Source: an optimization exercise on an open RTL-to-GDS flow (aim: small area and a short achievable clock period). Production flows keep margins and buffers that such runs may drop. At most, simulation tests tie the RTL to the original design; equivalence was not proved. Only the layout flow was run in run 1; the RTL was not checked for function there. Power and IR drop assume default switching activity.

==> flow/design.v (outline; a module is shown in full before it is edited, if it fits) <==
// module vc_dds_cfg_reg: 32 lines
// module vc_phase_accum: 37 lines
// module vc_wave_shaper: 13 lines
// module vc_amp_offset: 641 lines
// module vc_dds_top: 69 lines
module vc_dds_top
(
  input  logic                    clk_user_bufg,
  input  logic                    rst_glb,
  input  logic                    cfg_wr,           
  input  logic [85:0]             cfg,              
  output logic [16-1:0] sample,           
  output logic                    sample_valid,
  output logic [10-1:0]    dac_fsc           
);
  // ...
==> flow/flow/run.sh <==
#!/bin/bash
# Standard ORFS layout, except that the port buffers are the smallest plain
# buffer instead of the default delay-buffer cell. Each tool's output is kept
# by ORFS under orfs/logs/; make's own output goes to flow_make.log.
set -euo pipefail
export BUFFER_PORTS_ARGS="-buffer_cell sky130_fd_sc_hd__buf_1"
bash standard.sh finish > flow_make.log 2>&1
==> flow/standard.sh <==
#!/bin/bash
# synth_recipe.tcl (not shown) runs the flow's synth.tcl, then flattens the netlist and writes it again
# the make line also repeats each setting of config.mk as NAME=value (left out here)
make -C /OpenROAD-flow-scripts/flow DESIGN_CONFIG=/design/flow/config.mk WORK_HOME=/design/flow/orfs CLKGATE_MAP_FILE= SYNTH_SCRIPT=/design/flow/synth_recipe.tcl "${@:-finish}"
==> flow/config.mk <==
export PLATFORM = sky130hd
export DESIGN_NAME = vc_dds_top
export DESIGN_NICKNAME = vc_dds_top
export VERILOG_FILES = /design/flow/design.v
export SDC_FILE = /design/flow/constraint.sdc
export NUM_CORES = 4
export LEC_CHECK = 0
export CAP_MARGIN = 20
export CORE_MARGIN = 2
export CORE_UTILIZATION = 40
export CTS_CLUSTER_DIAMETER = 100
export CTS_CLUSTER_SIZE = 25
export SETUP_SLACK_MARGIN = 3.1
export SLEW_MARGIN = 20
==> flow/constraint.sdc <==
create_clock -name core_clock -period 5.5 [get_ports {clk_user_bufg}]
set_input_delay 1.1000 -clock core_clock [delete_from_list [all_inputs] [get_ports {clk_user_bufg}]]
set_output_delay 1.1000 -clock core_clock [all_outputs]
set_load 0.01 [all_outputs]
==> impl_metrics.tcl, run 1 <==
set metrics [dict create \
    synth_top_family_by_area "adder cells" \
    layout_common_cells "dfxtp_1 (215), xnor2_1 (147), inv_1 (145)" \
    core_area_um2 41020 \
    seq_cell_count 330 \
    crit_arrival_ps 1350 \
    critical_path_class "flop to primary output" \
    n_clock_buffer 23 \
    via_count 10521 \
    comb_cell_power_mw 5.62 \
    reg2reg_to "u_phase_accum.step_lo[14]" \
    slew_violations 0 \
    die_w_um 208.2 \
    signal_buffers 121 \
    dp_worst_setup_slack_ps 2300 \
    r2r_cells 7 \
    drc 0 \
    status "complete, no violations" \
    p_int_mw 6.728 \
    ys_top_cells_by_count "dfxtp_1 (249), xnor2_1 (147), inv_1 (145)" \
    finalPower_mw 11.37 \
    grt_max_degree 76 \
    peakVddDrop_v 0.0002206 \
    seqCellArea_um2 7405 \
    crit_path_end_kind "primary output" \
    place_hpwl_um 25550 \
    drt_first_iter_violations 758 \
    drtPass1Iterations 8 \
    sh_seq_area_pct 40.99 \
    clockNetworkAreaShare_pct 2.694 \
    largest_reg_flops 32 \
    clkSinkCount 330 \
    ys_ff_latch 330 \
    multi_input_area_share_pct 46.82 \
    num-multi-input-gates 898 \
]
==> inputs of run 2 (changes only) <==
--- a/flow/design.v
+++ b/flow/design.v
@@ -750,19 +750,19 @@
     r1_446 <= s405;
   end
   wire [19:0] tot = {r1_445, r1_443, r1_441, r1_439, r1_437, r1_435, r1_433, r1_431, r1_429, r1_427, r1_425, r1_423, r1_421, r1_419, r1_417, r1_415, r1_413, r1_411, r1_409, r1_407} + {r1_446, r1_444, r1_442, r1_440, r1_438, r1_436, r1_434, r1_432, r1_430, r1_428, r1_426, r1_424, r1_422, r1_420, r1_418, r1_416, r1_414, r1_412, r1_410, r1_408} + cin_q;
   wire [16:0] hisum = tot[19:3];
   assign result = hisum;
   logic [16+RW-1:0] dly_q [1];
   always_ff @(posedge clk_user_bufg)
   begin
-    dly_q[0] <= result;
+    dly_q[0] <= ~result;
   end
-  assign sample = dly_q[0][16] ? {16{1'b1}} : dly_q[0][16-1:0];
+  assign sample = ~(dly_q[0][16-1:0] & {16{dly_q[0][16]}});
 endmodule
 `timescale 1ns/1ns
 module vc_dds_top
 (
   input  logic                    clk_user_bufg,
   input  logic                    rst_glb,
   input  logic                    cfg_wr,           
   input  logic [85:0]             cfg,              
==> impl_metrics.tcl, run 2 <==
set metrics [dict create \
    hold_viol_final 0 \
    synth_nets 1769 \
    grt_pass1_wl_um 56380 \
    synth_compound_area_share_pct 13.23 \
    antennaDiodeCount 0 \
    vias_per_cell 5.068 \
    grt_max_degree 63 \
    port_buffers 115 \
    die_area_um2 43350 \
    reg2reg_to "u_phase_accum.step_lo[15]" \
    dp.cells 2028 \
    ys_top_cells_by_count "dfxtp_1 (249), xnor2_1 (142), inv_1 (141)" \
    crit_path_cell_trace "ha_4 -> a211o_1 -> a2111oi_4 -> o211ai_2 -> a311oi_2 -> xor2_1 -> o21ai_1" \
    synthToLayoutAreaGrowth_pct 8.387 \
    io_pins 116 \
    grt_use_total_pct 16.02 \
    cp_max_fo 3 \
    drive_above_1_share_pct 6.689 \
    drt_first_iter_violations 660 \
    rows 74 \
    drtPass1Iterations 5 \
    via_count 10424 \
    netlist_instances 1470 \
    critical_path_class "flop to flop" \
    maxSlewHeadroom_pct 36.77 \
    synth_edf_count 66 \
    yosysSeqAreaShare_pct 44.09 \
    holdWs_ps 344.8 \
    maxCapViolCount 0 \
    critPathBufInv 0 \
    dieHeight_um 208.2 \
    max_freq_ghz 0.4292 \
    rsz0062_at_grt "true" \
    hold_end "valid_q[3]" \
    crit_required_ps 5880 \
    p_clk_share_pct 12.3 \
    ys.flop_type "dfxtp_1" \
    top_register "u_cfg_reg.freq_word" \
    cts_buffer_depth 3 \
    peakVddDrop_v 0.0002854 \
    synth_warnings 5 \
    hold-path-cell-count 0 \
    crit_arrival_ps 2710 \
    core_area_um2 41020 \
    status "complete, no violations" \
    clkLatencyLatePin_ps 520 \
    nets 1816 \
    crit_slowest_cell "a2111oi_4" \
    switching_power_mw 4.578 \
    r2r-start "u_cfg_reg.freq_word[1]" \
    skew_ps 13.98 \
    ant_nets 0 \
    holdCritStartpoint "valid_q[2]" \
    drc 0 \
    p_seq_share_pct 38.8 \
    cts-htree-levels 1 \
    clk_pin_slew_ps 100 \
    synth_top_family_by_area "adder cells" \
    cp-start-kind "flop" \
    synth-async-reset-ratio_pct 4.545 \
    clkSinkCount 330 \
    holdBufCountCts 0 \
    crit_path_end_kind "flop" \
    layout_common_cells "dfxtp_1 (217), xnor2_1 (142), inv_1 (141)" \
    avgSynthCellArea_um2 11.35 \
    power.static_leakage_nw 7.321 \
    final_util_pct 44.08 \
    tns_ps 0 \
    switching_share_pct 40.62 \
    r2r_cells 7 \
    setup_ws_ps 3170 \
    final_common_cell "dfxtp_1" \
    pwr-share-comb_pct 48.9 \
    setup_viol 0 \
    max_stage_delay_ps 450 \
    wirelength_um 34260 \
    reg2reg_setup_slack_ps 3170 \
    synth-simple-area-share_pct 5.521 \
    dp_worst_setup_slack_ps 2609 \
    multi_input_comb_area_um2 8468 \
    overflow 0 \
    largestRegisters "u_cfg_reg.freq_word: 32 flops, u_amp_offset.dly_q: 17 flops" \
    cp-startpoint "u_cfg_reg.freq_word[1]" \
    ys_ff_latch 330 \
    antenna_found_initial 0 \
    fill_cells 3860 \
    ctsRootBufferMaster "clkbuf_16" \
    synth.most_common_cell "dfxtp_1" \
    die_w_um 208.2 \
    crit_family "compound AO/OA/AOI/OAI gates" \
    initial_core_util_pct 40.67 \
    yosys.cell_types.count 67 \
    synthesis.area_um2 16680 \
    p_int_mw 6.692 \
    grt_pass1_vias 10770 \
    hold_class "flop to flop" \
    synth_xor_area_share_pct 10.29 \
    fin_crit_sh_pct 42.36 \
    synth_fa_ha_area_share_pct 21.24 \
    slew_violations 0 \
    seqCellArea_um2 7397 \
    layout_min_cycle_time_ps 2330 \
    place_hpwl_um 25000 \
    yosysTopAreaCellShare_pct 29.89 \
    largest_reg_flops 32 \
    worst_pin_slew_ps 947.2 \
    gp_congestion 0.8290 \
    cts_buffers 17 \
    wl_per_cell_um 16.66 \
    synthTopCellsByArea "dfxtp_1 (30%), fa_1 (15%), edfxtp_1 (12%)" \
    yosys.area.top_type "dfxtp_1" \
    final_cells 2057 \
    synth.mux.area_fraction_pct 0.1950 \
    cts_tree "built" \
    p_per_area_nw_per_um2 623.4 \
]
[run 2: cell types whose count changed after synthesis, moves of 5 or more]
| cell | delta |
|---|---|
| clkbuf_1 | +6 |
| o21a_1 | -5 |
| or2_2 | -15 |
| xnor2_1 | -5 |
| o21bai_1 | -5 |
| a21o_1 | +5 |
| buf_1 | -5 |
| nor2_1 | -8 |
| nand2_1 | +24 |
| o21ai_1 | +6 |
| a211oi_1 | +5 |
| xor2_1 | +11 |
[run 2: area by class of cell]
class / count / share of cell area, %
clock buffer: 25 / 2.692
clock inverter: 2 / 0.09689
inverter: 145 / 3.011
multi-input combinational: 900 / 46.84
sequential: 330 / 40.92
tap: 532 / 3.682
timing repair buffer: 123 / 2.761
[run 2: how the worst max path moves through the flow]
stage                           endpoint  slack (ps)  cells after the start
2_1_floorplan       u_cfg_reg.dac_fsc[0]        3110                      3
3_3_place_gp        u_cfg_reg.dac_fsc[3]        2670                      4
3_5_place_dp        u_cfg_reg.dac_fsc[7]        2610                      4
4_1_cts        u_phase_accum.step_lo[13]        3100                      7
5_1_grt        u_phase_accum.step_lo[15]        3080                      7
6_report       u_phase_accum.step_lo[15]        3170                      7
[run 2: routing by layer]
layer | vias to the layer above | global-route usage, % | routed length [um]
met3 | 54 | 2.279 | 2023
met4 | 0 | 4.416 | 715
met1 | 5015 | 21.70 | 15660
li1 | 5029 | - | -
met2 | 326 | 26.87 | 15860
met5 | - | 0 | 0
[run 2: logic make-up after synthesis]
family	Yosys count
AO/OA/AOI/OAI	300
XOR/XNOR	196
adder cells (fa/ha/maj)	210
buffers and inverters	240
flip-flops	330
multiplexers	3
AND/OR/NAND/NOR	191
[run 2: what timing repair did]
action	4_1_cts	5_1_grt
pin swaps	0	6
setup buffers	0	2
gates cloned	0	0
endpoints found under the setup margin	44	35
resized for setup	20	22
[run 2: power groups by stage]
stage	clock network, mW	registers, mW	logic, mW
finish	1.39	4.37	5.51
global route	1.53	4.47	6.47
detailed placement	0	4.40	5.55
CTS	1.44	4.35	5.58
global placement	0	4.39	5.41
floorplan	0	3.78	4.56
[run 2: through the flow]
| step | total power [mW] | cell area [um^2] |
|---|---|---|
| floorplan | 8.340 | 16680 |
| global placement | 9.798 | 17470 |
| detailed placement | 9.946 | 17470 |
| CTS | 11.37 | 18000 |
| global route | 12.47 | 18080 |
| finish | 11.27 | 18080 |
[run 2: worst register-to-register path: stages (launching register included)]
cell       delay [ps]
edfxtp_1          440
ha_4              240
a211o_1           310
a2111oi_4         450
o211ai_2          180
a311oi_2          320
xor2_1            170
o21ai_1            80
==> inputs of run 3 (changes only) <==
--- a/flow/config.mk
+++ b/flow/config.mk
@@ -12,3 +12,3 @@
 export CTS_CLUSTER_SIZE = 25
-export SETUP_SLACK_MARGIN = 3.1
+export SETUP_SLACK_MARGIN = 3.3
 export SLEW_MARGIN = 20
==> impl_metrics.tcl, run 3 <==
set metrics [dict create \
    maxCapViolCount 0 \
    ys_ff_latch 330 \
    synthTopCellsByArea "dfxtp_1 (30%), fa_1 (15%), edfxtp_1 (12%)" \
    holdBufCountCts 0 \
    layout_min_cycle_time_ps 2310 \
    drt_first_iter_violations 629 \
    status "complete, no violations" \
    tns_ps 0 \
    grt_pass1_vias 10829 \
    drtPass1Iterations 5 \
    antennaDiodeCount 0 \
    crit_required_ps 4400 \
    port_buffers 115 \
    power.static_leakage_nw 7.556 \
    worst_pin_slew_ps 939.0 \
    peakVddDrop_v 0.0002868 \
    fill_cells 3823 \
    hold_viol_final 0 \
    cts-htree-levels 1 \
    nets 1827 \
    place_hpwl_um 25040 \
    crit_path_end_kind "primary output" \
    crit_arrival_ps 1210 \
    cts_buffers 17 \
    io_pins 116 \
    top_register "u_cfg_reg.freq_word" \
    ys_top_cells_by_count "dfxtp_1 (249), xnor2_1 (142), inv_1 (141)" \
    synthToLayoutAreaGrowth_pct 11.82 \
    grt_use_total_pct 16.43 \
    avgSynthCellArea_um2 11.35 \
    largestRegisters "u_cfg_reg.freq_word: 32 flops, u_amp_offset.dly_q: 17 flops" \
    setup_viol 0 \
    die_w_um 208.2 \
    synth.most_common_cell "dfxtp_1" \
    die_area_um2 43350 \
    cp-start-kind "flop" \
    hold_class "flop to flop" \
    skew_ps 23.65 \
    antenna_found_initial 0 \
    drive_above_1_share_pct 11.99 \
    reg2reg_setup_slack_ps 3330 \
    slew_violations 0 \
    multi_input_comb_area_um2 8683 \
    dieHeight_um 208.2 \
    final_util_pct 45.47 \
    grt_pass1_wl_um 57380 \
    synth_warnings 5 \
    seqCellArea_um2 7441 \
    layout_common_cells "dfxtp_1 (210), inv_1 (140), xnor2_1 (140)" \
    clkLatencyLatePin_ps 520 \
    vias_per_cell 5.053 \
    via_count 10445 \
    r2r-start "u_amp_offset.shape_q[3]" \
    ctsRootBufferMaster "clkbuf_16" \
    fin_crit_sh_pct 42.01 \
    rsz0062_at_grt "true" \
    yosysTopAreaCellShare_pct 29.89 \
    drc 0 \
    grt_max_degree 57 \
    holdCritStartpoint "u_cfg_reg.dc_offset[2]" \
    synthesis.area_um2 16680 \
    max_freq_ghz 0.4328 \
    cts_tree "built" \
    overflow 0 \
    cts_buffer_depth 3 \
    ant_nets 0 \
    initial_core_util_pct 40.67 \
    rows 74 \
    maxSlewHeadroom_pct 37.31 \
    cp-startpoint "u_amp_offset.dly_q[0][16]" \
    yosysSeqAreaShare_pct 44.09 \
    synth_edf_count 66 \
    synth-async-reset-ratio_pct 4.545 \
    p_per_area_nw_per_um2 626.0 \
    final_common_cell "dfxtp_1" \
    wirelength_um 35250 \
    core_area_um2 41020 \
    holdWs_ps 349.4 \
    final_cells 2067 \
    largest_reg_flops 32 \
    netlist_instances 1470 \
    wl_per_cell_um 17.05 \
    clk_pin_slew_ps 100 \
    yosys.area.top_type "dfxtp_1" \
    gp_congestion 0.8342 \
    synth_nets 1769 \
    dp.cells 2028 \
    yosys.cell_types.count 67 \
    ys.flop_type "dfxtp_1" \
    critical_path_class "flop to primary output" \
    clkSinkCount 330 \
    cp_max_fo 8 \
]
-- run 3: cell types whose count changed in the layout (fill, tap and decap cells not counted), sizes merged --
cell / before / now
buf: 123 / 133
clkbuf: 25 / 23
bufinv: 0 / 1
clkinv: 1 / 2
clkinvlp: 0 / 1
inv: 146 / 145
-- run 3: per-layer routing --
metal	vias to the layer above	track usage, %	routed length [um]
met2	311	27.37	16330
met1	5040	22.16	16130
met4	0	4.986	804
met3	51	2.475	1982
met5	-	0	0
li1	5043	-	-
-- run 3: path summary, 6_finish.rpt --
kind / end / cells after the start
min reg2reg: u_amp_offset.dco_q[2] / 0
min: u_amp_offset.dco_q[2] / 0
min in group asynchronous: valid_q[3] / 2
max in group asynchronous: u_cfg_reg.dac_fsc[8] / 2
max reg2reg: u_amp_offset.r0_192 / 5
max: sample[15] / 3
-- run 3: where the power goes --
group          internal (mW)  total, mW  switching, mW
Combinational           2.81       5.88           3.07
Clock                  0.628       1.40          0.768
Sequential              3.51       4.40          0.891
-- run 3: area by class of cell --
class,instances,area share (%)
clock buffers,22,2.381
clock inverters,4,0.2817
inverters,145,2.938
multi-input cells,900,46.56
flip-flops and latches,330,39.89
well taps,532,3.569
repair buffers,134,4.381
-- run 3: through the flow --
stage | power [mW] | instance area (um^2) | setup WS, ps
after global routing | 12.94 | 18650 | 3122
final | 11.68 | 18650 | 3190
after global placement | 9.787 | 17470 | 2909
after detailed placement | 9.945 | 17470 | 2871
after CTS | 11.45 | 18180 | 3159
after floorplan | 8.344 | 16690 | 3114
-- run 3: repair_timing --
item / in CTS / in global routing
buffers inserted: 4 / 9
setup endpoints to repair: 88 / 66
pin swaps: 11 / 14
gates resized for setup: 70 / 119
-- run 3: critical path, stage by stage, from the launching register on --
cell     delay, ps
dfxtp_4        380
buf_12         140
nand2_2         60
buf_6          110
-- run 3: cell families after synthesis --
family / after synthesis / synth area share [%]
buffers and inverters: 240 / 5.423
AO/OA/AOI/OAI: 300 / 13.23
AND/OR/NAND/NOR: 191 / 5.521
multiplexers: 3 / 0.1950
adder cells (fa/ha/maj): 210 / 21.24
flip-flops: 330 / 44.09
XOR/XNOR: 196 / 10.29
==> inputs of run 4 (changes only) <==
--- a/flow/config.mk
+++ b/flow/config.mk
@@ -9,6 +9,7 @@
 export CORE_MARGIN = 2
-export CORE_UTILIZATION = 40
+export CORE_UTILIZATION = 60
 export CTS_CLUSTER_DIAMETER = 100
 export CTS_CLUSTER_SIZE = 25
-export SETUP_SLACK_MARGIN = 3.3
+export PLACE_DENSITY = 0.75
+export SETUP_SLACK_MARGIN = 3.35
 export SLEW_MARGIN = 20
==> impl_metrics.tcl, run 4 <==
set metrics [dict create \
    synthToLayoutAreaGrowth_pct 10.45 \
    layout_common_cells "dfxtp_1 (208), inv_1 (140), xnor2_1 (140)" \
    ctsRootBufferMaster "clkbuf_16" \
    rsz0062_at_grt "true" \
    cts_buffers 17 \
    crit_family "flip-flops" \
    ys_ff_latch 330 \
    layout_min_cycle_time_ps 2286 \
    peakVddDrop_v 0.0003036 \
    routed.top_layer "met4" \
    ant_nets 0 \
    antenna_found_initial 0 \
    critPathBufInv 2 \
    synthesis.area_um2 16680 \
    cp_max_fo 8 \
    core_area_um2 27550 \
    max_stage_delay_ps 370 \
    nets 1836 \
    synth_edf_count 66 \
    yosys.area.top_type "dfxtp_1" \
    grt_max_degree 58 \
    largestRegisters "u_cfg_reg.freq_word: 32 flops, u_amp_offset.dly_q: 17 flops" \
    largest_reg_flops 32 \
    maxSlewHeadroom_pct 62.16 \
    clk_pin_slew_ps 90 \
    synth-async-reset-ratio_pct 4.545 \
    status "complete, no violations" \
    gp_congestion 0.8774 \
    hold_viol_final 0 \
    crit_slowest_cell "dfxtp_4" \
    cts_buffer_depth 3 \
    power.static_leakage_nw 7.563 \
    setup_viol 0 \
    yosysSeqAreaShare_pct 44.09 \
    synth_warnings 5 \
    drive_above_1_share_pct 11.59 \
    dpl_cell_area_um2 17270 \
    clkSinkCount 330 \
    dieHeight_um 170.7 \
    synthTopCellsByArea "dfxtp_1 (30%), fa_1 (15%), edfxtp_1 (12%)" \
    skew_ps 20.68 \
    drt_first_iter_violations 812 \
    top_register "u_cfg_reg.freq_word" \
    avgSynthCellArea_um2 11.35 \
    crit_arrival_ps 1190 \
    finalPower_mw 11.64 \
    tns_ps 0 \
    final_common_cell "dfxtp_1" \
    cts_tree "built" \
    place_hpwl_um 23390 \
    wirelength_um 33560 \
    drc 0 \
    drtPass1Iterations 6 \
    overflow 0 \
    io_pins 116 \
    slew_violations 0 \
    maxCapViolCount 0 \
    port_buffers 115 \
    wl_met3_um 2844 \
    hold_class "flop to flop" \
    cp-start-kind "flop" \
    clkLatencyLatePin_ps 510 \
    netlist_instances 1470 \
    worst_pin_slew_ps 565.7 \
    synth.most_common_cell "dfxtp_1" \
    die_area_um2 29150 \
    antennaDiodeCount 0 \
    grt_pass1_vias 10723 \
    cts-htree-levels 1 \
    wl_met2_um 15870 \
    stdcell_area_um2 18420 \
    grt_pass1_wl_um 53150 \
    p_per_area_nw_per_um2 632.1 \
    fin_crit_sh_pct 41.57 \
    critical_path_class "flop to primary output" \
    synth_nets 1769 \
    grt_use_total_pct 22.96 \
    wl_per_cell_um 17.46 \
    rows 61 \
    ys.flop_type "dfxtp_1" \
    die_w_um 170.7 \
    yosys.cell_types.count 67 \
    wl_met1_um 14070 \
    yosysTopAreaCellShare_pct 29.89 \
    crit_required_ps 4400 \
    initial_core_util_pct 60.54 \
    crit_path_end_kind "primary output" \
    holdWs_ps 340.0 \
    via_count 10768 \
    crit_path_cell_trace "buf_6 -> nand2_1 -> buf_2" \
    vias_per_cell 5.602 \
    max_freq_ghz 0.4374 \
    ys_top_cells_by_count "dfxtp_1 (249), xnor2_1 (142), inv_1 (141)" \
]
run 4: cells by family (layout without fill, tap and decap cells):
logic type / Yosys count / in the layout / share of synthesized area [%]
adder cells (fa/ha/maj): 210 / 210 / 21.24
AO/OA/AOI/OAI: 300 / 300 / 13.23
multiplexers: 3 / 3 / 0.1950
XOR/XNOR: 196 / 196 / 10.29
flip-flops: 330 / 330 / 44.09
AND/OR/NAND/NOR: 191 / 191 / 5.521
buffers and inverters: 240 / 314 / 5.423
run 4: final cells by class:
cell class	count	area [um^2]
flip-flops and latches	330	7476
fillers	2075	9130
clock inverters	1	20.02
repair buffers	143	800.8
well taps	378	473.0
clock buffers	25	465.4
inverters	145	548.0
multi-input cells	900	8640
run 4: report_power, final:
| part | switching, mW | total [mW] | internal (mW) |
|---|---|---|---|
| Clock | 0.746 | 1.35 | 0.601 |
| Combinational | 3.12 | 5.91 | 2.79 |
| Sequential | 0.873 | 4.39 | 3.52 |
run 4: metal layers:
metal | track usage, % | vias up
met4 | 6.763 | 0
met5 | 0 | -
li1 | - | 5062
met1 | 30.57 | 5190
met3 | 4.603 | 68
met2 | 38.23 | 448
run 4: through the flow:
stage	worst slack (ps)	util [%]	std cells
after global placement	2842	62.68	1873
after detailed placement	2784	62.68	1873
final	3214	66.86	1922
after CTS	3201	65.36	1904
after global routing	3160	66.86	1922
after floorplan	3114	-	1470
run 4: worst paths after layout:
path | start | to | slack [ps] | cells past startpoint
min in group asynchronous | rst_glb | valid_q[2] | 580 | 2
max in group asynchronous | rst_glb | u_cfg_reg.dac_fsc[0] | 4540 | 2
worst min-delay path | valid_q[1] | valid_q[2] | 340 | 0
worst max register to register | u_cfg_reg.freq_word[16] | u_phase_accum.phase_hi[11] | 3300 | 8
worst min register to register | valid_q[1] | valid_q[2] | 340 | 0
worst max-delay path | u_amp_offset.dly_q[0][16] | sample[3] | 3210 | 3
run 4: what timing repair did:
action | CTS | global route
endpoints found under the hold margin | 0 | 0
buffers inserted | 5 | 18
pin swaps | 15 | 17
cloned | 0 | 0
endpoints found under the setup margin | 97 | 67
resized for setup | 81 | 88
hold buffers | 0 | 0
==> inputs of run 5 (changes only) <==
--- a/flow/config.mk
+++ b/flow/config.mk
@@ -13,3 +13,3 @@
 export PLACE_DENSITY = 0.75
-export SETUP_SLACK_MARGIN = 3.35
+export SETUP_SLACK_MARGIN = 3.1
 export SLEW_MARGIN = 20
==> impl_metrics.tcl, run 5 <==
set metrics [dict create \
    status "complete, no violations" \
    slew_violations 0 \
    cp-start-kind "flop" \
    antenna_found_initial 0 \
    skew_ps 25.58 \
    yosysSeqAreaShare_pct 44.09 \
    crit_arrival_ps 1230 \
    grt_use_total_pct 23.20 \
    yosys.area.top_type "dfxtp_1" \
    hold-path-cell-count 0 \
    rows 61 \
    peakVddDrop_v 0.0003352 \
    cts_buffers 17 \
    die_area_um2 29150 \
    critical_path_class "flop to primary output" \
    core_area_um2 27550 \
    io_pins 116 \
    wl_per_cell_um 17.24 \
    drive_above_1_share_pct 6.632 \
    yosysTopAreaCellShare_pct 29.89 \
    fin_crit_sh_pct 42.28 \
    r2r_cells 5 \
    dieHeight_um 170.7 \
    reg2reg_setup_slack_ps 3210 \
    clkLatencyLatePin_ps 520 \
    grt_pass1_wl_um 53810 \
    synthTopCellsByArea "dfxtp_1 (30%), fa_1 (15%), edfxtp_1 (12%)" \
    initial_core_util_pct 60.54 \
    ctsRootBufferMaster "clkbuf_16" \
    p_per_area_nw_per_um2 630.4 \
    ys_ff_latch 330 \
    cts-htree-levels 1 \
    critPathBufInv 1 \
    worst_pin_slew_ps 937.1 \
    stdcell_area_um2 17860 \
    ys.flop_type "dfxtp_1" \
    r2r-start "u_amp_offset.bq_one[4]" \
    cts_buffer_depth 3 \
    antennaDiodeCount 0 \
    dpl_cell_area_um2 17260 \
    layout_common_cells "dfxtp_1 (215), xnor2_1 (142), inv_1 (141)" \
    maxSlewHeadroom_pct 37.44 \
    drt_first_iter_violations 700 \
    final_common_cell "dfxtp_1" \
    die_w_um 170.7 \
    via_count 10540 \
    ys_top_cells_by_count "dfxtp_1 (249), xnor2_1 (142), inv_1 (141)" \
    clkSinkCount 330 \
    clk_pin_slew_ps 100 \
    crit_path_cell_trace "buf_1" \
    max_freq_ghz 0.4301 \
    synth.most_common_cell "dfxtp_1" \
    dp.cells 1872 \
    ant_nets 0 \
    largestRegisters "u_cfg_reg.freq_word: 32 flops, u_amp_offset.dly_q: 17 flops" \
    tns_ps 0 \
    drtPass1Iterations 5 \
    drc 0 \
    power.static_leakage_nw 7.304 \
    layout_min_cycle_time_ps 2325 \
    max_stage_delay_ps 550 \
    yosys.cell_types.count 67 \
    gp_congestion 0.8665 \
    crit_family "flip-flops" \
    hold_viol_final 0 \
    synthesis.area_um2 16680 \
    final_cells 1901 \
    vias_per_cell 5.544 \
    crit_path_end_kind "primary output" \
    synth-async-reset-ratio_pct 4.545 \
    grt_pass1_vias 10714 \
    finalPower_mw 11.26 \
    hold_end "u_amp_offset.dco_q[7]" \
    synth_warnings 5 \
    cts_tree "built" \
    netlist_instances 1470 \
    final_util_pct 64.81 \
    crit_required_ps 4400 \
    place_hpwl_um 23570 \
    holdCritStartpoint "u_cfg_reg.dc_offset[7]" \
    largest_reg_flops 32 \
    wirelength_um 32780 \
    setup_viol 0 \
    top_register "u_cfg_reg.freq_word" \
    crit_slowest_cell "dfstp_2" \
    synthToLayoutAreaGrowth_pct 7.051 \
    synth_nets 1769 \
    hold_class "flop to flop" \
    synth_edf_count 66 \
    port_buffers 115 \
    cp_max_fo 2 \
    nets 1815 \
    reg2reg_to "u_amp_offset.r0_241" \
    rsz0062_at_grt "false" \
    overflow 0 \
    maxCapViolCount 0 \
    grt_max_degree 53 \
    avgSynthCellArea_um2 11.35 \
]
run 5: cell counts after synthesis:
Identical to the previous run, type by type.
run 5: timing repair:
action | in CTS | in global routing
hold buffers | 0 | 0
setup endpoints to repair | 41 | 51
pin swaps | 0 | 9
gates cloned | 0 | 0
gates resized for setup | 12 | 32
buffers inserted | 0 | 3
run 5: power breakdown:
part           switching, mW  internal (mW)
Clock                  0.764          0.590
Combinational           2.95           2.58
Sequential             0.886           3.49
run 5: worst max path at each step:
| stage | startpoint | endpoint | slack (ps) | depth (start not counted) |
|---|---|---|---|---|
| floorplan | cfg[7] | u_cfg_reg.dac_fsc[0] | 3110 | 3 |
| global placement | cfg_wr | u_phase_accum.phase_hi[15] | 2850 | 5 |
| detailed placement | u_amp_offset.bq_neg[5] | u_amp_offset.r0_241 | 2760 | 5 |
| CTS | u_amp_offset.dly_q[0][16] | sample[11] | 3100 | 2 |
| global route | u_cfg_reg.freq_word[1] | u_phase_accum.step_lo[15] | 3090 | 7 |
| finish | u_cfg_reg.dac_fsc[0] | dac_fsc[0] | 3170 | 1 |
run 5: final cells by class:
cell class | instances | area, um^2
fill | 2192 | 9697
tap | 378 | 473.0
clock inverter | 2 | 28.78
inverter | 145 | 544.3
sequential | 330 | 7402
timing repair buffer | 122 | 488.0
clock buffer | 24 | 451.7
multi-input combinational | 900 | 8468
run 5: metrics by stage:
step / hold slack (ps) / setup slack (ps)
6_report: 348.3 / 3175
3_5_place_dp: 326.9 / 2760
5_1_grt: 354.1 / 3086
4_1_cts: 344.6 / 3102
3_3_place_gp: 324.0 / 2855
2_1_floorplan: 323.3 / 3114
run 5: metal layers:
layer	GRT usage (%)	vias to the layer above	wire length [um]
met5	0	-	0
met4	6.206	0	725
met3	3.331	64	2473
met2	38.69	416	15490
met1	32.00	5048	14090
li1	-	5012	-
run 5: cells by family (layout without fill, tap and decap cells):
| family | after synthesis | after routing | share of synthesized area, % |
|---|---|---|---|
| buffers and inverters | 240 | 293 | 5.423 |
| multiplexers | 3 | 3 | 0.1950 |
| AO/OA/AOI/OAI | 300 | 300 | 13.23 |
| XOR/XNOR | 196 | 196 | 10.29 |
| adder cells (fa/ha/maj) | 210 | 210 | 21.24 |
| AND/OR/NAND/NOR | 191 | 191 | 5.521 |
| flip-flops | 330 | 330 | 44.09 |
==> inputs of run 6 (changes only) <==
--- a/flow/config.mk
+++ b/flow/config.mk
@@ -13,3 +13,4 @@
 export PLACE_DENSITY = 0.75
-export SETUP_SLACK_MARGIN = 3.1
+export SETUP_SLACK_MARGIN = 3.2
 export SLEW_MARGIN = 20
+export TNS_END_PERCENT = 10
==> impl_metrics.tcl, run 6 <==
set metrics [dict create \
    status "complete, no violations" \
    synth_nets 1769 \
    r2r-start "u_amp_offset.bq_two[5]" \
    synth_edf_count 66 \
    max_stage_delay_ps 550 \
    netlist_instances 1470 \
    place_hpwl_um 23530 \
    drtPass1Iterations 5 \
    synth.most_common_cell "dfxtp_1" \
    critPathBufInv 1 \
    skew_ps 28.65 \
    setup_viol 0 \
    wl_per_cell_um 17.16 \
    ctsRootBufferMaster "clkbuf_16" \
    top_register "u_cfg_reg.freq_word" \
    cp_max_fo 2 \
    cts_tree "built" \
    die_w_um 170.7 \
    largest_reg_flops 32 \
    holdCritStartpoint "u_cfg_reg.dc_offset[7]" \
    p_per_area_nw_per_um2 629.1 \
    max_freq_ghz 0.4306 \
    synthTopCellsByArea "dfxtp_1 (30%), fa_1 (15%), edfxtp_1 (12%)" \
    tns_ps 0 \
    fin_crit_sh_pct 42.23 \
    vias_per_cell 5.553 \
    yosysSeqAreaShare_pct 44.09 \
    crit_path_cell_trace "buf_1" \
    slew_violations 0 \
    dpl_cell_area_um2 17260 \
    synth_warnings 5 \
    drt_first_iter_violations 839 \
    cts-htree-levels 1 \
    grt_pass1_wl_um 53390 \
    ys_top_cells_by_count "dfxtp_1 (249), xnor2_1 (142), inv_1 (141)" \
    power.static_leakage_nw 7.322 \
    ys_ff_latch 330 \
    antenna_found_initial 0 \
    maxSlewHeadroom_pct 37.16 \
    crit_family "flip-flops" \
    cp-start-kind "flop" \
    yosysTopAreaCellShare_pct 29.89 \
    grt_pass1_vias 10686 \
    die_area_um2 29150 \
    peakVddDrop_v 0.0003035 \
    port_buffers 115 \
    cp-startpoint "u_cfg_reg.dac_fsc[9]" \
    synthToLayoutAreaGrowth_pct 7.254 \
    overflow 0 \
    maxCapViolCount 0 \
    yosys.cell_types.count 67 \
    nets 1818 \
    ys.flop_type "dfxtp_1" \
    via_count 10572 \
    clkLatencyLatePin_ps 520 \
    antennaDiodeCount 0 \
    largestRegisters "u_cfg_reg.freq_word: 32 flops, u_amp_offset.dly_q: 17 flops" \
    crit_required_ps 4400 \
    yosys.area.top_type "dfxtp_1" \
    dieHeight_um 170.7 \
    layout_common_cells "dfxtp_1 (214), xnor2_1 (142), inv_1 (141)" \
    hold_class "flop to flop" \
    avgSynthCellArea_um2 11.35 \
    synth-async-reset-ratio_pct 4.545 \
    cts_buffers 17 \
    layout_min_cycle_time_ps 2323 \
    hold_viol_final 0 \
    synthesis.area_um2 16680 \
    cts_buffer_depth 3 \
    grt_max_degree 53 \
    ant_nets 0 \
    drc 0 \
    final_common_cell "dfxtp_1" \
    grt_use_total_pct 22.97 \
    critical_path_class "flop to primary output" \
    crit_slowest_cell "dfstp_2" \
    crit_arrival_ps 1220 \
    rows 61 \
    gp_congestion 0.8662 \
    crit_path_end_kind "primary output" \
    drive_above_1_share_pct 7.077 \
    worst_pin_slew_ps 941.3 \
    core_area_um2 27550 \
    clk_pin_slew_ps 100 \
    stdcell_area_um2 17890 \
    rsz0062_at_grt "true" \
    io_pins 116 \
    initial_core_util_pct 60.54 \
    clkSinkCount 330 \
    holdBufCountCts 0 \
    wirelength_um 32680 \
]
run 6: path summary, 6_finish.rpt:
| path | endpoint | slack (ps) | cells past startpoint |
|---|---|---|---|
| setup reg to reg | u_amp_offset.r0_237 | 3210 | 4 |
| min in group asynchronous | valid_q[0] | 590 | 2 |
| hold reg to reg | u_amp_offset.dco_q[7] | 350 | 0 |
| setup / recovery | dac_fsc[9] | 3180 | 1 |
| max in group asynchronous | u_cfg_reg.dac_fsc[8] | 4530 | 2 |
| hold / removal | u_amp_offset.dco_q[7] | 350 | 0 |
run 6: kinds of logic after synthesis:
kind of cell | count (synthesis) | synth area share (%)
AND/OR/NAND/NOR | 191 | 5.521
buffers and inverters | 240 | 5.423
adder cells (fa/ha/maj) | 210 | 21.24
flip-flops | 330 | 44.09
AO/OA/AOI/OAI | 300 | 13.23
multiplexers | 3 | 0.1950
XOR/XNOR | 196 | 10.29
run 6: worst reg2reg max path, cell delays in order, from the launching register on:
cell     delay [ps]
dfxtp_1         740
a22oi_1         220
xnor2_1         190
fa_1            590
fa_1            430
run 6: cell type report:
cell class,count,area [um^2]
well taps,378,473.0
flip-flops and latches,330,7401
multi-input cells,900,8481
clock inverters,2,28.78
fillers,2191,9663
clock buffers,24,451.7
repair buffers,125,510.5
inverters,145,544.3
run 6: report_power, final:
group          leakage, nW  switching [mW]  internal (mW)  total, mW
clock network        0.232           0.761          0.590       1.35
registers             2.90           0.892           3.49       4.38
logic                 4.19            2.94           2.58       5.52
total                 7.32            4.59           6.66       11.3
run 6: layer usage:
layer / global-route usage, % / vias to the layer above / part of all wire, %
met1: 31.07 / 5085 / 43
met2: 38.48 / 407 / 47
met4: 5.871 / 0 / 2.1
li1: - / 5020 / -
met5: 0 / - / 0
met3: 4.141 / 60 / 7.6
run 6: per-stage QoR:
step	total power, mW	setup WS [ps]	hold WS (ps)	instances	util [%]
floorplan	8.340	3114	323.3	1470	-
global placement	9.584	2854	323.7	1872	62.65
detailed placement	9.890	2810	326.9	1872	62.65
CTS	11.26	3139	349.0	1898	64.52
global route	12.39	3095	362.1	1904	64.93
finish	11.25	3177	348.3	1904	64.93
run 6: what timing repair did:
action	4_1_cts	5_1_grt
buffers inserted	0	6
setup endpoints to repair	61	69
pin swaps	0	11
resized for setup	24	22
==> inputs of run 7 (changes only) <==
--- a/flow/config.mk
+++ b/flow/config.mk
@@ -15,2 +15 @@
 export SLEW_MARGIN = 20
-export TNS_END_PERCENT = 10
==> impl_metrics.tcl, run 7 <==
set metrics [dict create \
    status "complete, no violations" \
    r2r-start "u_amp_offset.bq_neg[5]" \
    crit_path_cell_trace "buf_6" \
    setup_viol 0 \
    place_hpwl_um 23400 \
    layout_common_cells "dfxtp_1 (210), xnor2_1 (142), inv_1 (141)" \
    max_stage_delay_ps 560 \
    cp-startpoint "u_cfg_reg.dac_fsc[5]" \
    ys.flop_type "dfxtp_1" \
    ctsRootBufferMaster "clkbuf_16" \
    ys_top_cells_by_count "dfxtp_1 (249), xnor2_1 (142), inv_1 (141)" \
    clkLatencyLatePin_ps 510 \
    cts-htree-levels 1 \
    clkSinkCount 330 \
    synthesis.area_um2 16680 \
    r2r_cells 6 \
    p_per_area_nw_per_um2 626.9 \
    dieHeight_um 170.7 \
    crit_required_ps 4400 \
    worst_pin_slew_ps 930.5 \
    power.static_leakage_nw 7.383 \
    synth-async-reset-ratio_pct 4.545 \
    crit_path_end_kind "primary output" \
    synth.most_common_cell "dfxtp_1" \
    synthTopCellsByArea "dfxtp_1 (30%), fa_1 (15%), edfxtp_1 (12%)" \
    die_area_um2 29150 \
    yosys.cell_types.count 67 \
    grt_use_total_pct 22.71 \
    max_freq_ghz 0.4407 \
    initial_core_util_pct 60.54 \
    maxSlewHeadroom_pct 37.88 \
    stdcell_area_um2 18000 \
    crit_path_end "dac_fsc[5]" \
    synth_warnings 5 \
    final_util_pct 65.34 \
    grt_max_degree 57 \
    crit_arrival_ps 1170 \
    antennaDiodeCount 0 \
    cp_num_cells 1 \
    netlist_instances 1470 \
    die_w_um 170.7 \
    drc 0 \
    port_buffers 115 \
    yosys.area.top_type "dfxtp_1" \
    synth_nets 1769 \
    rsz0062_at_grt "true" \
    cp_max_fo 2 \
    ys_ff_latch 330 \
    largest_reg_flops 32 \
    cts_tree "built" \
    critical_path_class "flop to primary output" \
    overflow 0 \
    ant_nets 0 \
    core_area_um2 27550 \
    grt_pass1_wl_um 52670 \
    rows 61 \
    cp-start-kind "flop" \
    slew_violations 0 \
    synthToLayoutAreaGrowth_pct 7.936 \
    wirelength_um 32420 \
    drive_above_1_share_pct 8.442 \
    via_count 10587 \
    tns_ps 0 \
    reg2reg_to "u_amp_offset.r0_241" \
    hold_viol_final 0 \
    wl_per_cell_um 17.01 \
    skew_ps 14.07 \
    hold_class "flop to flop" \
    dp.cells 1873 \
    avgSynthCellArea_um2 11.35 \
    maxCapViolCount 0 \
    reg2reg_setup_slack_ps 3240 \
    drtPass1Iterations 6 \
    fin_crit_sh_pct 41.26 \
    largestRegisters "u_cfg_reg.freq_word: 32 flops, u_amp_offset.dly_q: 17 flops" \
    io_pins 116 \
    dpl_cell_area_um2 17270 \
    holdBufCountCts 0 \
    final_cells 1906 \
    yosysTopAreaCellShare_pct 29.89 \
    top_register "u_cfg_reg.freq_word" \
    antenna_found_initial 0 \
    synth_edf_count 66 \
    clk_pin_slew_ps 100 \
    gp_congestion 0.8715 \
    yosysSeqAreaShare_pct 44.09 \
    vias_per_cell 5.555 \
    peakVddDrop_v 0.0003510 \
    final_common_cell "dfxtp_1" \
    critPathBufInv 1 \
    grt_pass1_vias 10590 \
    crit_family "flip-flops" \
    cts_buffers 17 \
    crit_slowest_cell "dfstp_2" \
    cts_buffer_depth 3 \
    nets 1821 \
    layout_min_cycle_time_ps 2269 \
    drt_first_iter_violations 758 \
]
-- run 7: changes by cell type in the layout (fill, tap and decap cells not counted), moves of 2 or more --
cell      delta
inv_8        +2
dfxtp_1      -4
a211oi_1     -2
buf_1       -10
dfxtp_2      +4
a211oi_2     +2
buf_6       +12
ha_2         +2
-- run 7: repair_timing --
item	in CTS	in global routing
resized for setup	42	35
buffers inserted	5	3
pin swaps	8	11
hold endpoints to repair	0	0
setup endpoints to repair	61	58
-- run 7: area by class of cell --
| class | count | area (um^2) |
|---|---|---|
| inverters | 145 | 544.3 |
| clock inverters | 2 | 22.52 |
| clock buffers | 23 | 447.9 |
| multi-input cells | 900 | 8494 |
| repair buffers | 128 | 615.6 |
| flip-flops and latches | 330 | 7406 |
| fillers | 2085 | 9549 |
| well taps | 378 | 473.0 |
-- run 7: worst min path at each step --
stage               slack, ps                    start  cells past startpoint                     end
finish                    350   u_cfg_reg.dc_offset[9]                      0   u_amp_offset.dco_q[9]
CTS                       350  u_cfg_reg.dc_offset[15]                      0  u_amp_offset.dco_q[15]
global placement          330   u_cfg_reg.dc_offset[1]                      0   u_amp_offset.dco_q[1]
detailed placement        330   u_cfg_reg.dc_offset[0]                      0   u_amp_offset.dco_q[0]
global route              360   u_cfg_reg.dc_offset[0]                      0   u_amp_offset.dco_q[0]
floorplan                 320   u_cfg_reg.dc_offset[0]                      0   u_amp_offset.dco_q[0]
-- run 7: metal layers --
layer  vias up  GRT usage [%]  wire (um)
met4         0          6.466        644
met5         -              0          0
met2       394          38.58      15470
met3        64          4.372       2600
met1      5094          29.77      13710
li1       5035              -          -
-- run 7: logic make-up (layout without fill, tap and decap cells) --
kind of cell    after synthesis  in the layout  share of synthesized area (%)
fa+ha+maj                   210            210                          21.24
xor+xnor                    196            196                          10.29
simple gates                191            191                          5.521
mux                           3              3                         0.1950
buf+inv                     240            298                          5.423
flops                       330            330                          44.09
compound gates              300            300                          13.23
-- run 7: power breakdown --
group	total [mW]	internal, mW	switching [mW]
clock network	1.33	0.584	0.747
registers	4.36	3.50	0.863
logic	5.60	2.62	2.97
total	11.3	6.70	4.58
-- run 7: per-stage QoR --
| step | hold slack, ps | power [mW] | worst slack, ps |
|---|---|---|---|
| 6_report | 346.4 | 11.29 | 3231 |
| 4_1_cts | 350.7 | 11.30 | 3204 |
| 2_1_floorplan | 323.3 | 8.341 | 3114 |
| 3_3_place_gp | 325.2 | 9.601 | 2796 |
| 3_5_place_dp | 327.8 | 9.918 | 2738 |
| 5_1_grt | 358.2 | 12.42 | 3127 |
==> module vc_dds_cfg_reg, before the edit <==
module vc_dds_cfg_reg
(
  input  logic                       clk_user_bufg,
  input  logic                       rst_glb,
  input  logic                       cfg_wr,
  input  vc_dds_pkg::vc_cfg_t        cfg,
  output logic                       tri_en,
  output logic                       saw_en,
  output logic [32-1:0]     freq_word,
  output logic [16-1:0]    amp,
  output logic [16-1:0]    dc_offset,
  output logic [10-1:0]       dac_fsc
);
  always_ff @(posedge clk_user_bufg)
  begin
    if (cfg_wr)
    begin
      tri_en    <= cfg.mode == vc_dds_pkg::WAVE_TRIANGLE;
      saw_en    <= cfg.mode == vc_dds_pkg::WAVE_SAWTOOTH;
      freq_word <= cfg.freq_word;
      amp       <= cfg.amp;
      dc_offset <= cfg.dc_offset;
    end
  end
  always_ff @(posedge clk_user_bufg or posedge rst_glb)
  begin
    if (rst_glb)
      dac_fsc <= {10{1'b1}};
    else if (cfg_wr)
      dac_fsc <= (cfg.fsc == '0) ? {10{1'b1}} : cfg.fsc;
  end
endmodule
==> inputs of run 8 (changes only) <==
--- a/flow/design.v
+++ b/flow/design.v
@@ -59,2 +59,3 @@
   end
+  logic [10-1:0] dac_fsc_n;
   always_ff @(posedge clk_user_bufg or posedge rst_glb)
@@ -62,6 +63,7 @@
     if (rst_glb)
-      dac_fsc <= {10{1'b1}};
+      dac_fsc_n <= '0;
     else if (cfg_wr)
-      dac_fsc <= (cfg.fsc == '0) ? {10{1'b1}} : cfg.fsc;
+      dac_fsc_n <= (cfg.fsc == '0) ? '0 : ~cfg.fsc;
   end
+  assign dac_fsc = ~dac_fsc_n;
 endmodule
--- a/flow/config.mk
+++ b/flow/config.mk
@@ -13,3 +13,3 @@
 export PLACE_DENSITY = 0.75
-export SETUP_SLACK_MARGIN = 3.2
+export SETUP_SLACK_MARGIN = 3.3
 export SLEW_MARGIN = 20
==> impl_metrics.tcl, run 8 <==
set metrics [dict create \
    status "complete, no violations" \
    tns_ps 0 \
    drt_first_iter_violations 922 \
    crit_family "flip-flops" \
    synth_top_family_by_area "adder cells" \
    nets 1839 \
    hold_end "u_amp_offset.dco_q[5]" \
    maxSlewHeadroom_pct 39.98 \
    r2r-start "u_cfg_reg.freq_word[0]" \
    grt_pass1_vias 10909 \
    dp_worst_setup_slack_ps 2382 \
    fin_crit_sh_pct 40.81 \
    seqCellArea_um2 7420 \
    clk_pin_slew_ps 90 \
    ys_ff_latch 330 \
    wirelength_um 33550 \
    drtPass1Iterations 6 \
    synth-async-reset-ratio_pct 4.545 \
    yosys.area.top_type "dfxtp_1" \
    layout_common_cells "dfxtp_1 (209), xnor2_1 (143), inv_1 (135)" \
    ant_nets 0 \
    die_w_um 170.8 \
    drive_above_1_share_pct 9.573 \
    synth_compound_area_share_pct 14.01 \
    io_pins 116 \
    power.static_leakage_nw 7.435 \
    crit_path_end_kind "primary output" \
    overflow 0 \
    core_area_um2 27550 \
    met2_usage_pct 39.87 \
    cts_buffers 17 \
    synth_edf_count 66 \
    grt_max_degree 78 \
    stdcell_area_um2 18210 \
    top_register "u_cfg_reg.freq_word" \
    cp_max_fo 16 \
    via_count 10839 \
    busiest_layer "met2" \
    antennaDiodeCount 0 \
    dieHeight_um 170.8 \
    synth_nets 1776 \
    layout_min_cycle_time_ps 2245 \
    yosys.cell_types.count 65 \
    dpl_cell_area_um2 17280 \
    yosysSeqAreaShare_pct 44.00 \
    crit_slowest_cell "dfxtp_4" \
    holdBufCountCts 0 \
    setup_ws_ps 3255 \
    largest_reg_flops 32 \
    final_common_cell "dfxtp_1" \
    peakVddDrop_v 0.0003544 \
    die_area_um2 29160 \
    hold_viol_final 0 \
    critical_path_class "flop to primary output" \
    r2r_cells 8 \
    cts-htree-levels 1 \
    place_hpwl_um 23390 \
    synth-simple-area-share_pct 4.957 \
    synth_fa_ha_area_share_pct 21.24 \
    hold_class "flop to flop" \
    cts_buffer_depth 3 \
    worst_pin_slew_ps 899.1 \
    yosysTopAreaCellShare_pct 29.87 \
    port_buffers 115 \
    drc 0 \
    rows 61 \
    max_freq_ghz 0.4455 \
    crit_required_ps 4400 \
    ys.flop_type "dfxtp_1" \
    clkLatencyLatePin_ps 520 \
    final_util_pct 66.09 \
    holdWs_ps 346.3 \
    ys_top_cells_by_count "dfxtp_1 (249), inv_1 (145), xnor2_1 (144)" \
    wl_per_cell_um 17.44 \
    critPathBufInv 1 \
    crit_path_cell_trace "nand2_1 -> buf_1" \
    rsz0062_at_grt "true" \
    hold-path-cell-count 0 \
    cp-start-kind "flop" \
    fill_cells 2104 \
    grt_use_total_pct 23.30 \
    slew_violations 0 \
    gr-usage-met1_pct 31.14 \
    use_met3_pct 2.984 \
    crit_arrival_ps 1140 \
    max_stage_delay_ps 440 \
    netlist_instances 1477 \
    ctsRootBufferMaster "clkbuf_16" \
    synthTopCellsByArea "dfxtp_1 (30%), fa_1 (15%), edfxtp_1 (12%)" \
    reg2reg_setup_slack_ps 3320 \
    avgSynthCellArea_um2 11.30 \
    grt_pass1_wl_um 54030 \
    synth_xor_area_share_pct 10.13 \
    reg2reg_to "u_phase_accum.step_lo[14]" \
    gp_congestion 0.8444 \
    clkSinkCount 330 \
    setup_viol 0 \
    cts_tree "built" \
    synth.most_common_cell "dfxtp_1" \
    synthToLayoutAreaGrowth_pct 9.133 \
    holdCritStartpoint "u_cfg_reg.dc_offset[5]" \
    synthesis.area_um2 16690 \
    maxCapViolCount 0 \
    synth.mux.area_fraction_pct 0.1950 \
    antenna_found_initial 0 \
    initial_core_util_pct 60.56 \
    vias_per_cell 5.634 \
    skew_ps 23.79 \
    multi_input_comb_area_um2 8574 \
    largestRegisters "u_cfg_reg.freq_word: 32 flops, u_amp_offset.dly_q: 17 flops" \
    synth_warnings 5 \
    p_per_area_nw_per_um2 638.1 \
]
==> run 8: cell count changes after synthesis, moves of 7 or more <==
| cell | delta |
|---|---|
| o21ai_1 | +17 |
| o22ai_1 | +11 |
| dfrtp_1 | +10 |
| dfstp_2 | -10 |
| o22a_1 | -10 |
| o21a_1 | +7 |
==> run 8: worst max path at each step <==
stage                                   endpoint                 startpoint  cells past startpoint
after floorplan           u_cfg_reg.dac_fsc_n[0]                     cfg[7]                      3
after global placement    u_cfg_reg.dac_fsc_n[9]                     cfg_wr                      4
after detailed placement  u_cfg_reg.dac_fsc_n[3]                     cfg_wr                      4
after CTS                              sample[9]  u_amp_offset.dly_q[0][16]                      2
after global routing                   sample[8]  u_amp_offset.dly_q[0][16]                      2
final                                  sample[9]  u_amp_offset.dly_q[0][16]                      2
==> run 8: cells by family after synthesis <==
kind of cell / count (synthesis)
buffers and inverters: 242
xor gates and xnor gates: 193
adders and majority gates: 210
and+or+nand+nor: 177
DFF: 330
AOI/OAI and AO/OA: 322
muxes: 3
==> run 8: worst register-to-register path, cell delays in order (launching register included) <==
cell,delay (ps)
edfxtp_1,420
ha_4,180
fa_2,370
a21oi_4,150
o21ai_2,110
o41ai_4,310
a31oi_2,170
o21a_1,210
o31ai_1,170
==> run 8: stage by stage <==
stage	power (mW)	instances
6_report	11.62	1924
5_1_grt	12.77	1924
4_1_cts	11.56	1908
3_5_place_dp	10.06	1881
3_3_place_gp	9.773	1881
2_1_floorplan	8.454	1477
==> run 8: where the power goes <==
| group | leakage [nW] | switching (mW) | internal [mW] |
|---|---|---|---|
| Combinational | 4.29 | 3.14 | 2.76 |
| Sequential | 2.92 | 0.874 | 3.51 |
| Clock | 0.231 | 0.751 | 0.587 |
==> run 8: timing repair <==
item                                   in CTS  in global routing
pin swaps                                  13                 17
endpoints found under the hold margin       0                  0
setup endpoints to repair                 141                 59
gates resized for setup                    72                 43
buffers inserted                            2                 16
==> run 8: routing by layer <==
| metal | up-vias | routed length (um) |
|---|---|---|
| met3 | 73 | 2634 |
| met4 | 0 | 867 |
| li1 | 5092 | - |
| met2 | 466 | 15960 |
| met1 | 5208 | 14090 |
| met5 | - | 0 |
==> run 8: area by class of cell <==
cell class / instances / share of cell area (%)
Clock buffer: 23 / 2.460
Clock inverter: 2 / 0.1580
Inverter: 149 / 3.092
Multi-Input combinational cell: 905 / 47.09
Sequential cell: 330 / 40.74
Tap cell: 378 / 2.597
Timing Repair Buffer: 137 / 3.861
==> inputs of run 9 (changes only) <==
--- a/flow/config.mk
+++ b/flow/config.mk
@@ -9,6 +9,6 @@
 export CORE_MARGIN = 2
-export CORE_UTILIZATION = 60
+export CORE_UTILIZATION = 72
 export CTS_CLUSTER_DIAMETER = 100
 export CTS_CLUSTER_SIZE = 25
-export PLACE_DENSITY = 0.75
+export PLACE_DENSITY = 0.85
 export SETUP_SLACK_MARGIN = 3.3
==> impl_metrics.tcl, run 9 <==
set metrics [dict create \
    fin_crit_sh_pct 41.97 \
    layout_common_cells "dfxtp_1 (209), xnor2_1 (142), inv_1 (138)" \
    nets 1833 \
    rows 55 \
    setup_viol 0 \
    hold_viol_final 0 \
    holdCritStartpoint "u_cfg_reg.dc_offset[11]" \
    cp-start-kind "flop" \
    peakVddDrop_v 0.0004306 \
    dpl_cell_area_um2 17160 \
    synth_fa_ha_area_share_pct 21.24 \
    vias_per_cell 6.031 \
    antennaDiodeCount 0 \
    seqCellArea_um2 7432 \
    largestRegisters "u_cfg_reg.freq_word: 32 flops, u_amp_offset.dly_q: 17 flops" \
    cts_buffer_depth 3 \
    synth-async-reset-ratio_pct 4.545 \
    maxSlewHeadroom_pct 40.09 \
    clkSinkCount 330 \
    critical_path_class "flop to flop" \
    synthesis.area_um2 16690 \
    final_util_pct 79.67 \
    clk_pin_slew_ps 100 \
    setup_ws_ps 3192 \
    synth_nets 1776 \
    antenna_found_initial 0 \
    wirelength_um 34370 \
    ys.flop_type "dfxtp_1" \
    synth-simple-area-share_pct 4.957 \
    drive_above_1_share_pct 10.19 \
    synthToLayoutAreaGrowth_pct 8.429 \
    hold_class "flop to flop" \
    grt_use_total_pct 28.27 \
    cts_buffers 17 \
    p_per_area_nw_per_um2 657.7 \
    holdBufCountCts 0 \
    core_area_um2 22710 \
    yosysTopAreaCellShare_pct 29.87 \
    die_w_um 156.2 \
    overflow 0 \
    maxCapViolCount 0 \
    via_count 11006 \
    dp_worst_setup_slack_ps 2468 \
    rsz0062_at_grt "true" \
    finalPower_mw 11.90 \
    pwr-share-comb_pct 51.8 \
    ant_nets 0 \
    crit_arrival_ps 2730 \
    stdcell_area_um2 18090 \
    largest_reg_flops 32 \
    synth_warnings 5 \
    final_common_cell "dfxtp_1" \
    p_int_mw 6.969 \
    clkLatencyLatePin_ps 510 \
    grt_pass1_vias 11274 \
    io_pins 116 \
    slew_violations 0 \
    port_buffers 115 \
    final_cells 1825 \
    switching_power_mw 4.930 \
    synth_top_family_by_area "adder cells" \
    die_area_um2 24410 \
    place_hpwl_um 23270 \
    cp-startpoint "u_cfg_reg.freq_word[0]" \
    yosysSeqAreaShare_pct 44.00 \
    fill_cells 1305 \
    grt_max_degree 88 \
    dp.cells 1788 \
    avgSynthCellArea_um2 11.30 \
    gp_congestion 0.9323 \
    cts_tree "built" \
    cts-htree-levels 1 \
    drt_first_iter_violations 853 \
    synth_xor_area_share_pct 10.13 \
    yosys.cell_types.count 65 \
    multi_input_comb_area_um2 8632 \
    holdWs_ps 346.5 \
    grt_pass1_wl_um 54860 \
    p_clk_share_pct 11.2 \
    synth_compound_area_share_pct 14.01 \
    synthTopCellsByArea "dfxtp_1 (30%), fa_1 (15%), edfxtp_1 (12%)" \
    power.static_leakage_nw 7.435 \
    tns_ps 0 \
    synth.most_common_cell "dfxtp_1" \
    reg2reg_setup_slack_ps 3190 \
    switching_share_pct 41.43 \
    synth.mux.area_fraction_pct 0.1950 \
    max_freq_ghz 0.4332 \
    ctsRootBufferMaster "clkbuf_16" \
    crit_required_ps 5920 \
    ys_ff_latch 330 \
    ys_top_cells_by_count "dfxtp_1 (249), inv_1 (145), xnor2_1 (144)" \
    drtPass1Iterations 6 \
    r2r-start "u_cfg_reg.freq_word[0]" \
    yosys.area.top_type "dfxtp_1" \
    worst_pin_slew_ps 897.4 \
    cp_max_fo 3 \
    crit_path_end_kind "flop" \
    top_register "u_cfg_reg.freq_word" \
    synth_edf_count 66 \
    drc 0 \
    dieHeight_um 156.2 \
    netlist_instances 1477 \
    p_seq_share_pct 37.0 \
    initial_core_util_pct 73.48 \
    layout_min_cycle_time_ps 2308 \
    status "complete, no violations" \
    skew_ps 18.58 \
    wl_per_cell_um 18.83 \
]
[run 9: cell types whose count changed in the layout (fill, tap and decap cells not counted), sizes merged]
| cell | previous run | this run |
|---|---|---|
| buf | 135 | 129 |
| clkbuf | 25 | 26 |
| clkinvlp | 1 | 0 |
[run 9: logic make-up after synthesis]
logic type | after synthesis
AND/OR/NAND/NOR | 177
multiplexers | 3
AO/OA/AOI/OAI | 322
buffers and inverters | 242
adder cells (fa/ha/maj) | 210
XOR/XNOR | 193
flip-flops | 330
[run 9: critical path, stage by stage, from the launching register on]
cell      delay (ps)
edfxtp_1         420
ha_4             180
fa_2             370
a21oi_4          150
o21ai_2          100
o41ai_2          320
buf_4            220
a31oi_4           90
o21a_1           210
o31ai_2          170
[run 9: power by group through the flow]
stage	combinational (mW)	sequential (mW)	clock [mW]
detailed placement	5.73	4.38	0
CTS	5.98	4.34	1.35
finish	6.17	4.40	1.33
global route	7.00	4.48	1.44
floorplan	4.68	3.77	0
global placement	5.33	4.33	0
[run 9: path summary, 6_finish.rpt]
kind | endpoint | cells past startpoint
worst min-delay path | u_amp_offset.dco_q[11] | 0
worst max register to register | u_phase_accum.step_lo[14] | 9
worst max-delay path | u_phase_accum.step_lo[14] | 9
max in group asynchronous | u_cfg_reg.dac_fsc_n[8] | 2
min in group asynchronous | valid_q[1] | 2
worst min register to register | u_amp_offset.dco_q[11] | 0
[run 9: cell type report]
class	instances	area share (%)
clock inverter	1	0.1106
inverter	149	3.091
sequential	330	41.08
tap	285	1.971
clock buffer	24	2.497
multi-input combinational	905	47.71
timing repair buffer	131	3.541
[run 9: timing repair]
| action | CTS | global route |
|---|---|---|
| pin swaps | 9 | 26 |
| gates cloned | 0 | 0 |
| gates resized for setup | 80 | 56 |
| setup endpoints to repair | 124 | 62 |
| buffers inserted | 7 | 5 |
[run 9: routing by layer]
layer	wire, um	global-route usage (%)	vias up	share of wire (%)
met5	0	0	-	0
met2	16830	48.86	579	49
met4	1056	9.174	0	3.1
li1	-	-	5080	-
met3	3168	4.846	114	9.2
met1	13320	36.64	5233	39
==> inputs of run 10 (changes only) <==
--- a/flow/design.v
+++ b/flow/design.v
@@ -59,3 +59,2 @@
   end
-  logic [10-1:0] dac_fsc_n;
   always_ff @(posedge clk_user_bufg or posedge rst_glb)
@@ -63,7 +62,6 @@
     if (rst_glb)
-      dac_fsc_n <= '0;
+      dac_fsc <= {10{1'b1}};
     else if (cfg_wr)
-      dac_fsc_n <= (cfg.fsc == '0) ? '0 : ~cfg.fsc;
+      dac_fsc <= (cfg.fsc == '0) ? {10{1'b1}} : cfg.fsc;
   end
-  assign dac_fsc = ~dac_fsc_n;
 endmodule
==> flow/flow/run.sh (replaced) <==
#!/bin/bash
# Standard ORFS layout with two changes:
#  - the port buffers are the smallest plain buffer instead of the default
#    delay-buffer cell;
#  - Yosys's generic synthesis skips its quick ABC pass before the full adders
#    are extracted, so that the adder cells are not surrounded by polarity
#    inverters (the flip-flops are unaffected; ABC still maps the logic).
# Each tool's output is kept by ORFS under orfs/logs/; make's own output goes
# to flow_make.log.
set -euo pipefail
export BUFFER_PORTS_ARGS="-buffer_cell sky130_fd_sc_hd__buf_1"
bash standard.sh finish SYNTH_ARGS=-noabc > flow_make.log 2>&1
--- a/flow/config.mk
+++ b/flow/config.mk
@@ -9,7 +9,7 @@
 export CORE_MARGIN = 2
-export CORE_UTILIZATION = 72
+export CORE_UTILIZATION = 60
 export CTS_CLUSTER_DIAMETER = 100
 export CTS_CLUSTER_SIZE = 25
-export PLACE_DENSITY = 0.85
-export SETUP_SLACK_MARGIN = 3.3
+export PLACE_DENSITY = 0.75
+export SETUP_SLACK_MARGIN = 3.2
 export SLEW_MARGIN = 20
==> impl_metrics.tcl, run 10 <==
set metrics [dict create \
    die_area_um2 28510 \
    cp_max_fo 6 \
    p_per_area_nw_per_um2 646.8 \
    setup_viol 0 \
    drive_above_1_share_pct 11.87 \
    synth-async-reset-ratio_pct 4.545 \
    layout_min_cycle_time_ps 2348 \
    antennaDiodeCount 0 \
    max_freq_ghz 0.4260 \
    clkSinkCount 330 \
    drc 0 \
    gp_congestion 0.8617 \
    grt_max_degree 58 \
    crit_path_end_kind "primary output" \
    synth_edf_count 66 \
    yosysTopAreaCellShare_pct 30.58 \
    ys_ff_latch 330 \
    avgSynthCellArea_um2 11.89 \
    port_buffers 115 \
    yosys.area.top_type "dfxtp_1" \
    via_count 10296 \
    worst_pin_slew_ps 911.3 \
    nets 1737 \
    io_pins 116 \
    rsz0062_at_grt "true" \
    synthToLayoutAreaGrowth_pct 10.06 \
    hold_viol_final 0 \
    cts_buffer_depth 3 \
    die_w_um 168.8 \
    hold_class "flop to flop" \
    rows 60 \
    ys.flop_type "dfxtp_1" \
    drtPass1Iterations 7 \
    layout_common_cells "dfxtp_1 (211), xnor2_1 (155), fa_1 (121)" \
    cts_buffers 17 \
    largest_reg_flops 32 \
    cts-htree-levels 1 \
    place_hpwl_um 21690 \
    fin_crit_sh_pct 42.68 \
    grt_use_total_pct 22.47 \
    critical_path_class "flop to primary output" \
    wirelength_um 32090 \
    synth_warnings 5 \
    holdBufCountCts 0 \
    skew_ps 23.30 \
    ys_top_cells_by_count "dfxtp_1 (249), xnor2_1 (155), fa_1 (123)" \
    vias_per_cell 5.778 \
    final_common_cell "dfxtp_1" \
    crit_arrival_ps 1250 \
    antenna_found_initial 0 \
    ant_nets 0 \
    yosysSeqAreaShare_pct 45.11 \
    status "complete, no violations" \
    overflow 0 \
    top_register "u_cfg_reg.freq_word" \
    clkLatencyLatePin_ps 520 \
    clk_pin_slew_ps 90 \
    synth_nets 1674 \
    grt_pass1_wl_um 51430 \
    maxSlewHeadroom_pct 39.16 \
    dieHeight_um 168.8 \
    maxCapViolCount 0 \
    wl_per_cell_um 18.01 \
    ctsRootBufferMaster "clkbuf_16" \
    initial_core_util_pct 60.83 \
    largestRegisters "u_cfg_reg.freq_word: 32 flops, u_amp_offset.dly_q: 17 flops" \
    synthTopCellsByArea "dfxtp_1 (31%), fa_1 (15%), edfxtp_1 (12%)" \
    cp-start-kind "flop" \
    drt_first_iter_violations 862 \
    crit_required_ps 4400 \
    synth.most_common_cell "dfxtp_1" \
    tns_ps 0 \
    final_util_pct 66.95 \
    peakVddDrop_v 0.0002931 \
    slew_violations 0 \
    grt_pass1_vias 10373 \
    synthesis.area_um2 16300 \
    netlist_instances 1371 \
    yosys.cell_types.count 67 \
    power.static_leakage_nw 7.125 \
    core_area_um2 26800 \
    cts_tree "built" \
]
## run 10: cell types whose count changed in the layout (fill, tap and decap cells not counted), sizes merged, moves of 5 or more
cell / change
o21ai: -5
buf: +14
nand2b: +5
dfstp: +10
dfrtp: -10
a211oi: -11
inv: -91
xor2: -9
o21a: -9
o22ai: -12
nor2b: +7
xnor2: +11
o22a: +10
## run 10: logic make-up (layout without fill, tap and decap cells)
| group | count (synthesis) | count (layout) | share of synthesized area, % |
|---|---|---|---|
| flip-flops | 330 | 330 | 45.11 |
| buffers and inverters | 156 | 226 | 3.599 |
| XOR/XNOR | 195 | 195 | 10.48 |
| AO/OA/AOI/OAI | 292 | 292 | 13.05 |
| AND/OR/NAND/NOR | 179 | 179 | 5.334 |
| multiplexers | 5 | 5 | 0.3377 |
| adder cells (fa/ha/maj) | 214 | 214 | 22.09 |
## run 10: final timing paths
check / cells after the start / endpoint / slack, ps / from
worst max-delay path: 3 / sample[11] / 3150 / u_amp_offset.dly_q[0][16]
worst max register to register: 8 / u_phase_accum.phase_hi[13] / 3190 / u_cfg_reg.freq_word[16]
max in group asynchronous: 2 / u_cfg_reg.dac_fsc[4] / 4560 / rst_glb
worst min register to register: 0 / u_amp_offset.dco_q[8] / 350 / u_cfg_reg.dc_offset[8]
min in group asynchronous: 2 / valid_q[0] / 570 / rst_glb
worst min-delay path: 0 / u_amp_offset.dco_q[8] / 350 / u_cfg_reg.dc_offset[8]
## run 10: metrics by stage
step                power, mW  setup slack [ps]  std cells  hold slack (ps)  area [um^2]
detailed placement      9.820              2723       1734            327.9        16850
CTS                     11.34              3138       1767            347.9        17540
floorplan               8.284              3114       1371            323.3        16320
global placement        9.566              2718       1734            325.2        16850
finish                  11.61              3152       1782            345.9        17940
global route            12.64              3054       1782            360.2        17940
## run 10: cell type report
cell class	instances	area (um^2)
clock buffers	23	447.9
fillers	1913	8857
flip-flops and latches	330	7405
inverters	56	210.2
multi-input cells	885	8615
repair buffers	144	808.3
well taps	341	426.7
clock inverters	3	31.28
## run 10: layer usage
layer / part of all wire, % / track usage [%]
met1: 41 / 29.04
met2: 48 / 38.56
met3: 8.8 / 4.840
met4: 2.0 / 6.034
met5: 0 / 0
## run 10: report_power, final
part | total, mW | switching, mW | internal (mW)
combinational | 5.85 | 2.95 | 2.90
clock | 1.34 | 0.752 | 0.588
sequential | 4.42 | 0.915 | 3.50
## run 10: timing repair
| action | 4_1_cts | 5_1_grt |
|---|---|---|
| endpoints found under the setup margin | 89 | 69 |
| pin swaps | 17 | 17 |
| gates resized for setup | 64 | 78 |
| setup buffers | 7 | 15 |
## run 10: critical path, stage by stage, from the launching register on
cell and delay, ps:
dfxtp_4 370, buf_4 160, nand2_1 50, buf_1 150

-- what the ideal ports hide --
The results above use ideal ports. As a check the final layouts listed here were re-extracted and re-timed, cells and wires unchanged. Step 1, drivers: a clkbuf_16 drives clk_user_bufg and a buf_2 each remaining input, both assumed. Step 2 times the ports against the registers' clock, not the clock port: input delays grow and output delays shrink by t, the midpoint of the rising clock arrivals with the driver on. a / b / c = ideal ports / drivers / drivers and shift; a / b = the first two.
| run | shift t [ns] | setup WS [ns] | worst setup path after step 2 | worst slew at a driven data input, ns |
|---|---|---|---|---|
| run 1 | 0.573 | 3.053 / 2.999 / 2.819 | input to register | 0.07 |
| run 2 | 0.561 | 3.170 / 3.131 / 2.877 | input to register | 0.05 |
| run 3 | 0.563 | 3.190 / 3.138 / 2.861 | input to register | 0.06 |
| run 4 | 0.551 | 3.214 / 3.162 / 2.878 | input to register | 0.04 |
| run 5 | 0.558 | 3.175 / 3.125 / 2.818 | input to register | 0.04 |
| run 6 | 0.559 | 3.177 / 3.126 / 2.823 | input to register | 0.04 |
| run 7 | 0.558 | 3.231 / 3.178 / 2.824 | input to register | 0.04 |
| run 8 | 0.561 | 3.255 / 3.206 / 2.823 | input to register | 0.04 |
| run 9 | 0.544 | 3.192 / 3.178 / 2.911 | input to register | 0.05 |
| run 10 | 0.561 | 3.152 / 3.103 / 2.848 | input to register | 0.07 |
After both steps setup and hold are still met in every run listed. The setup slack of run 8, which loses most, moves by -0.049 ns with the drivers and by -0.432 ns with both steps.
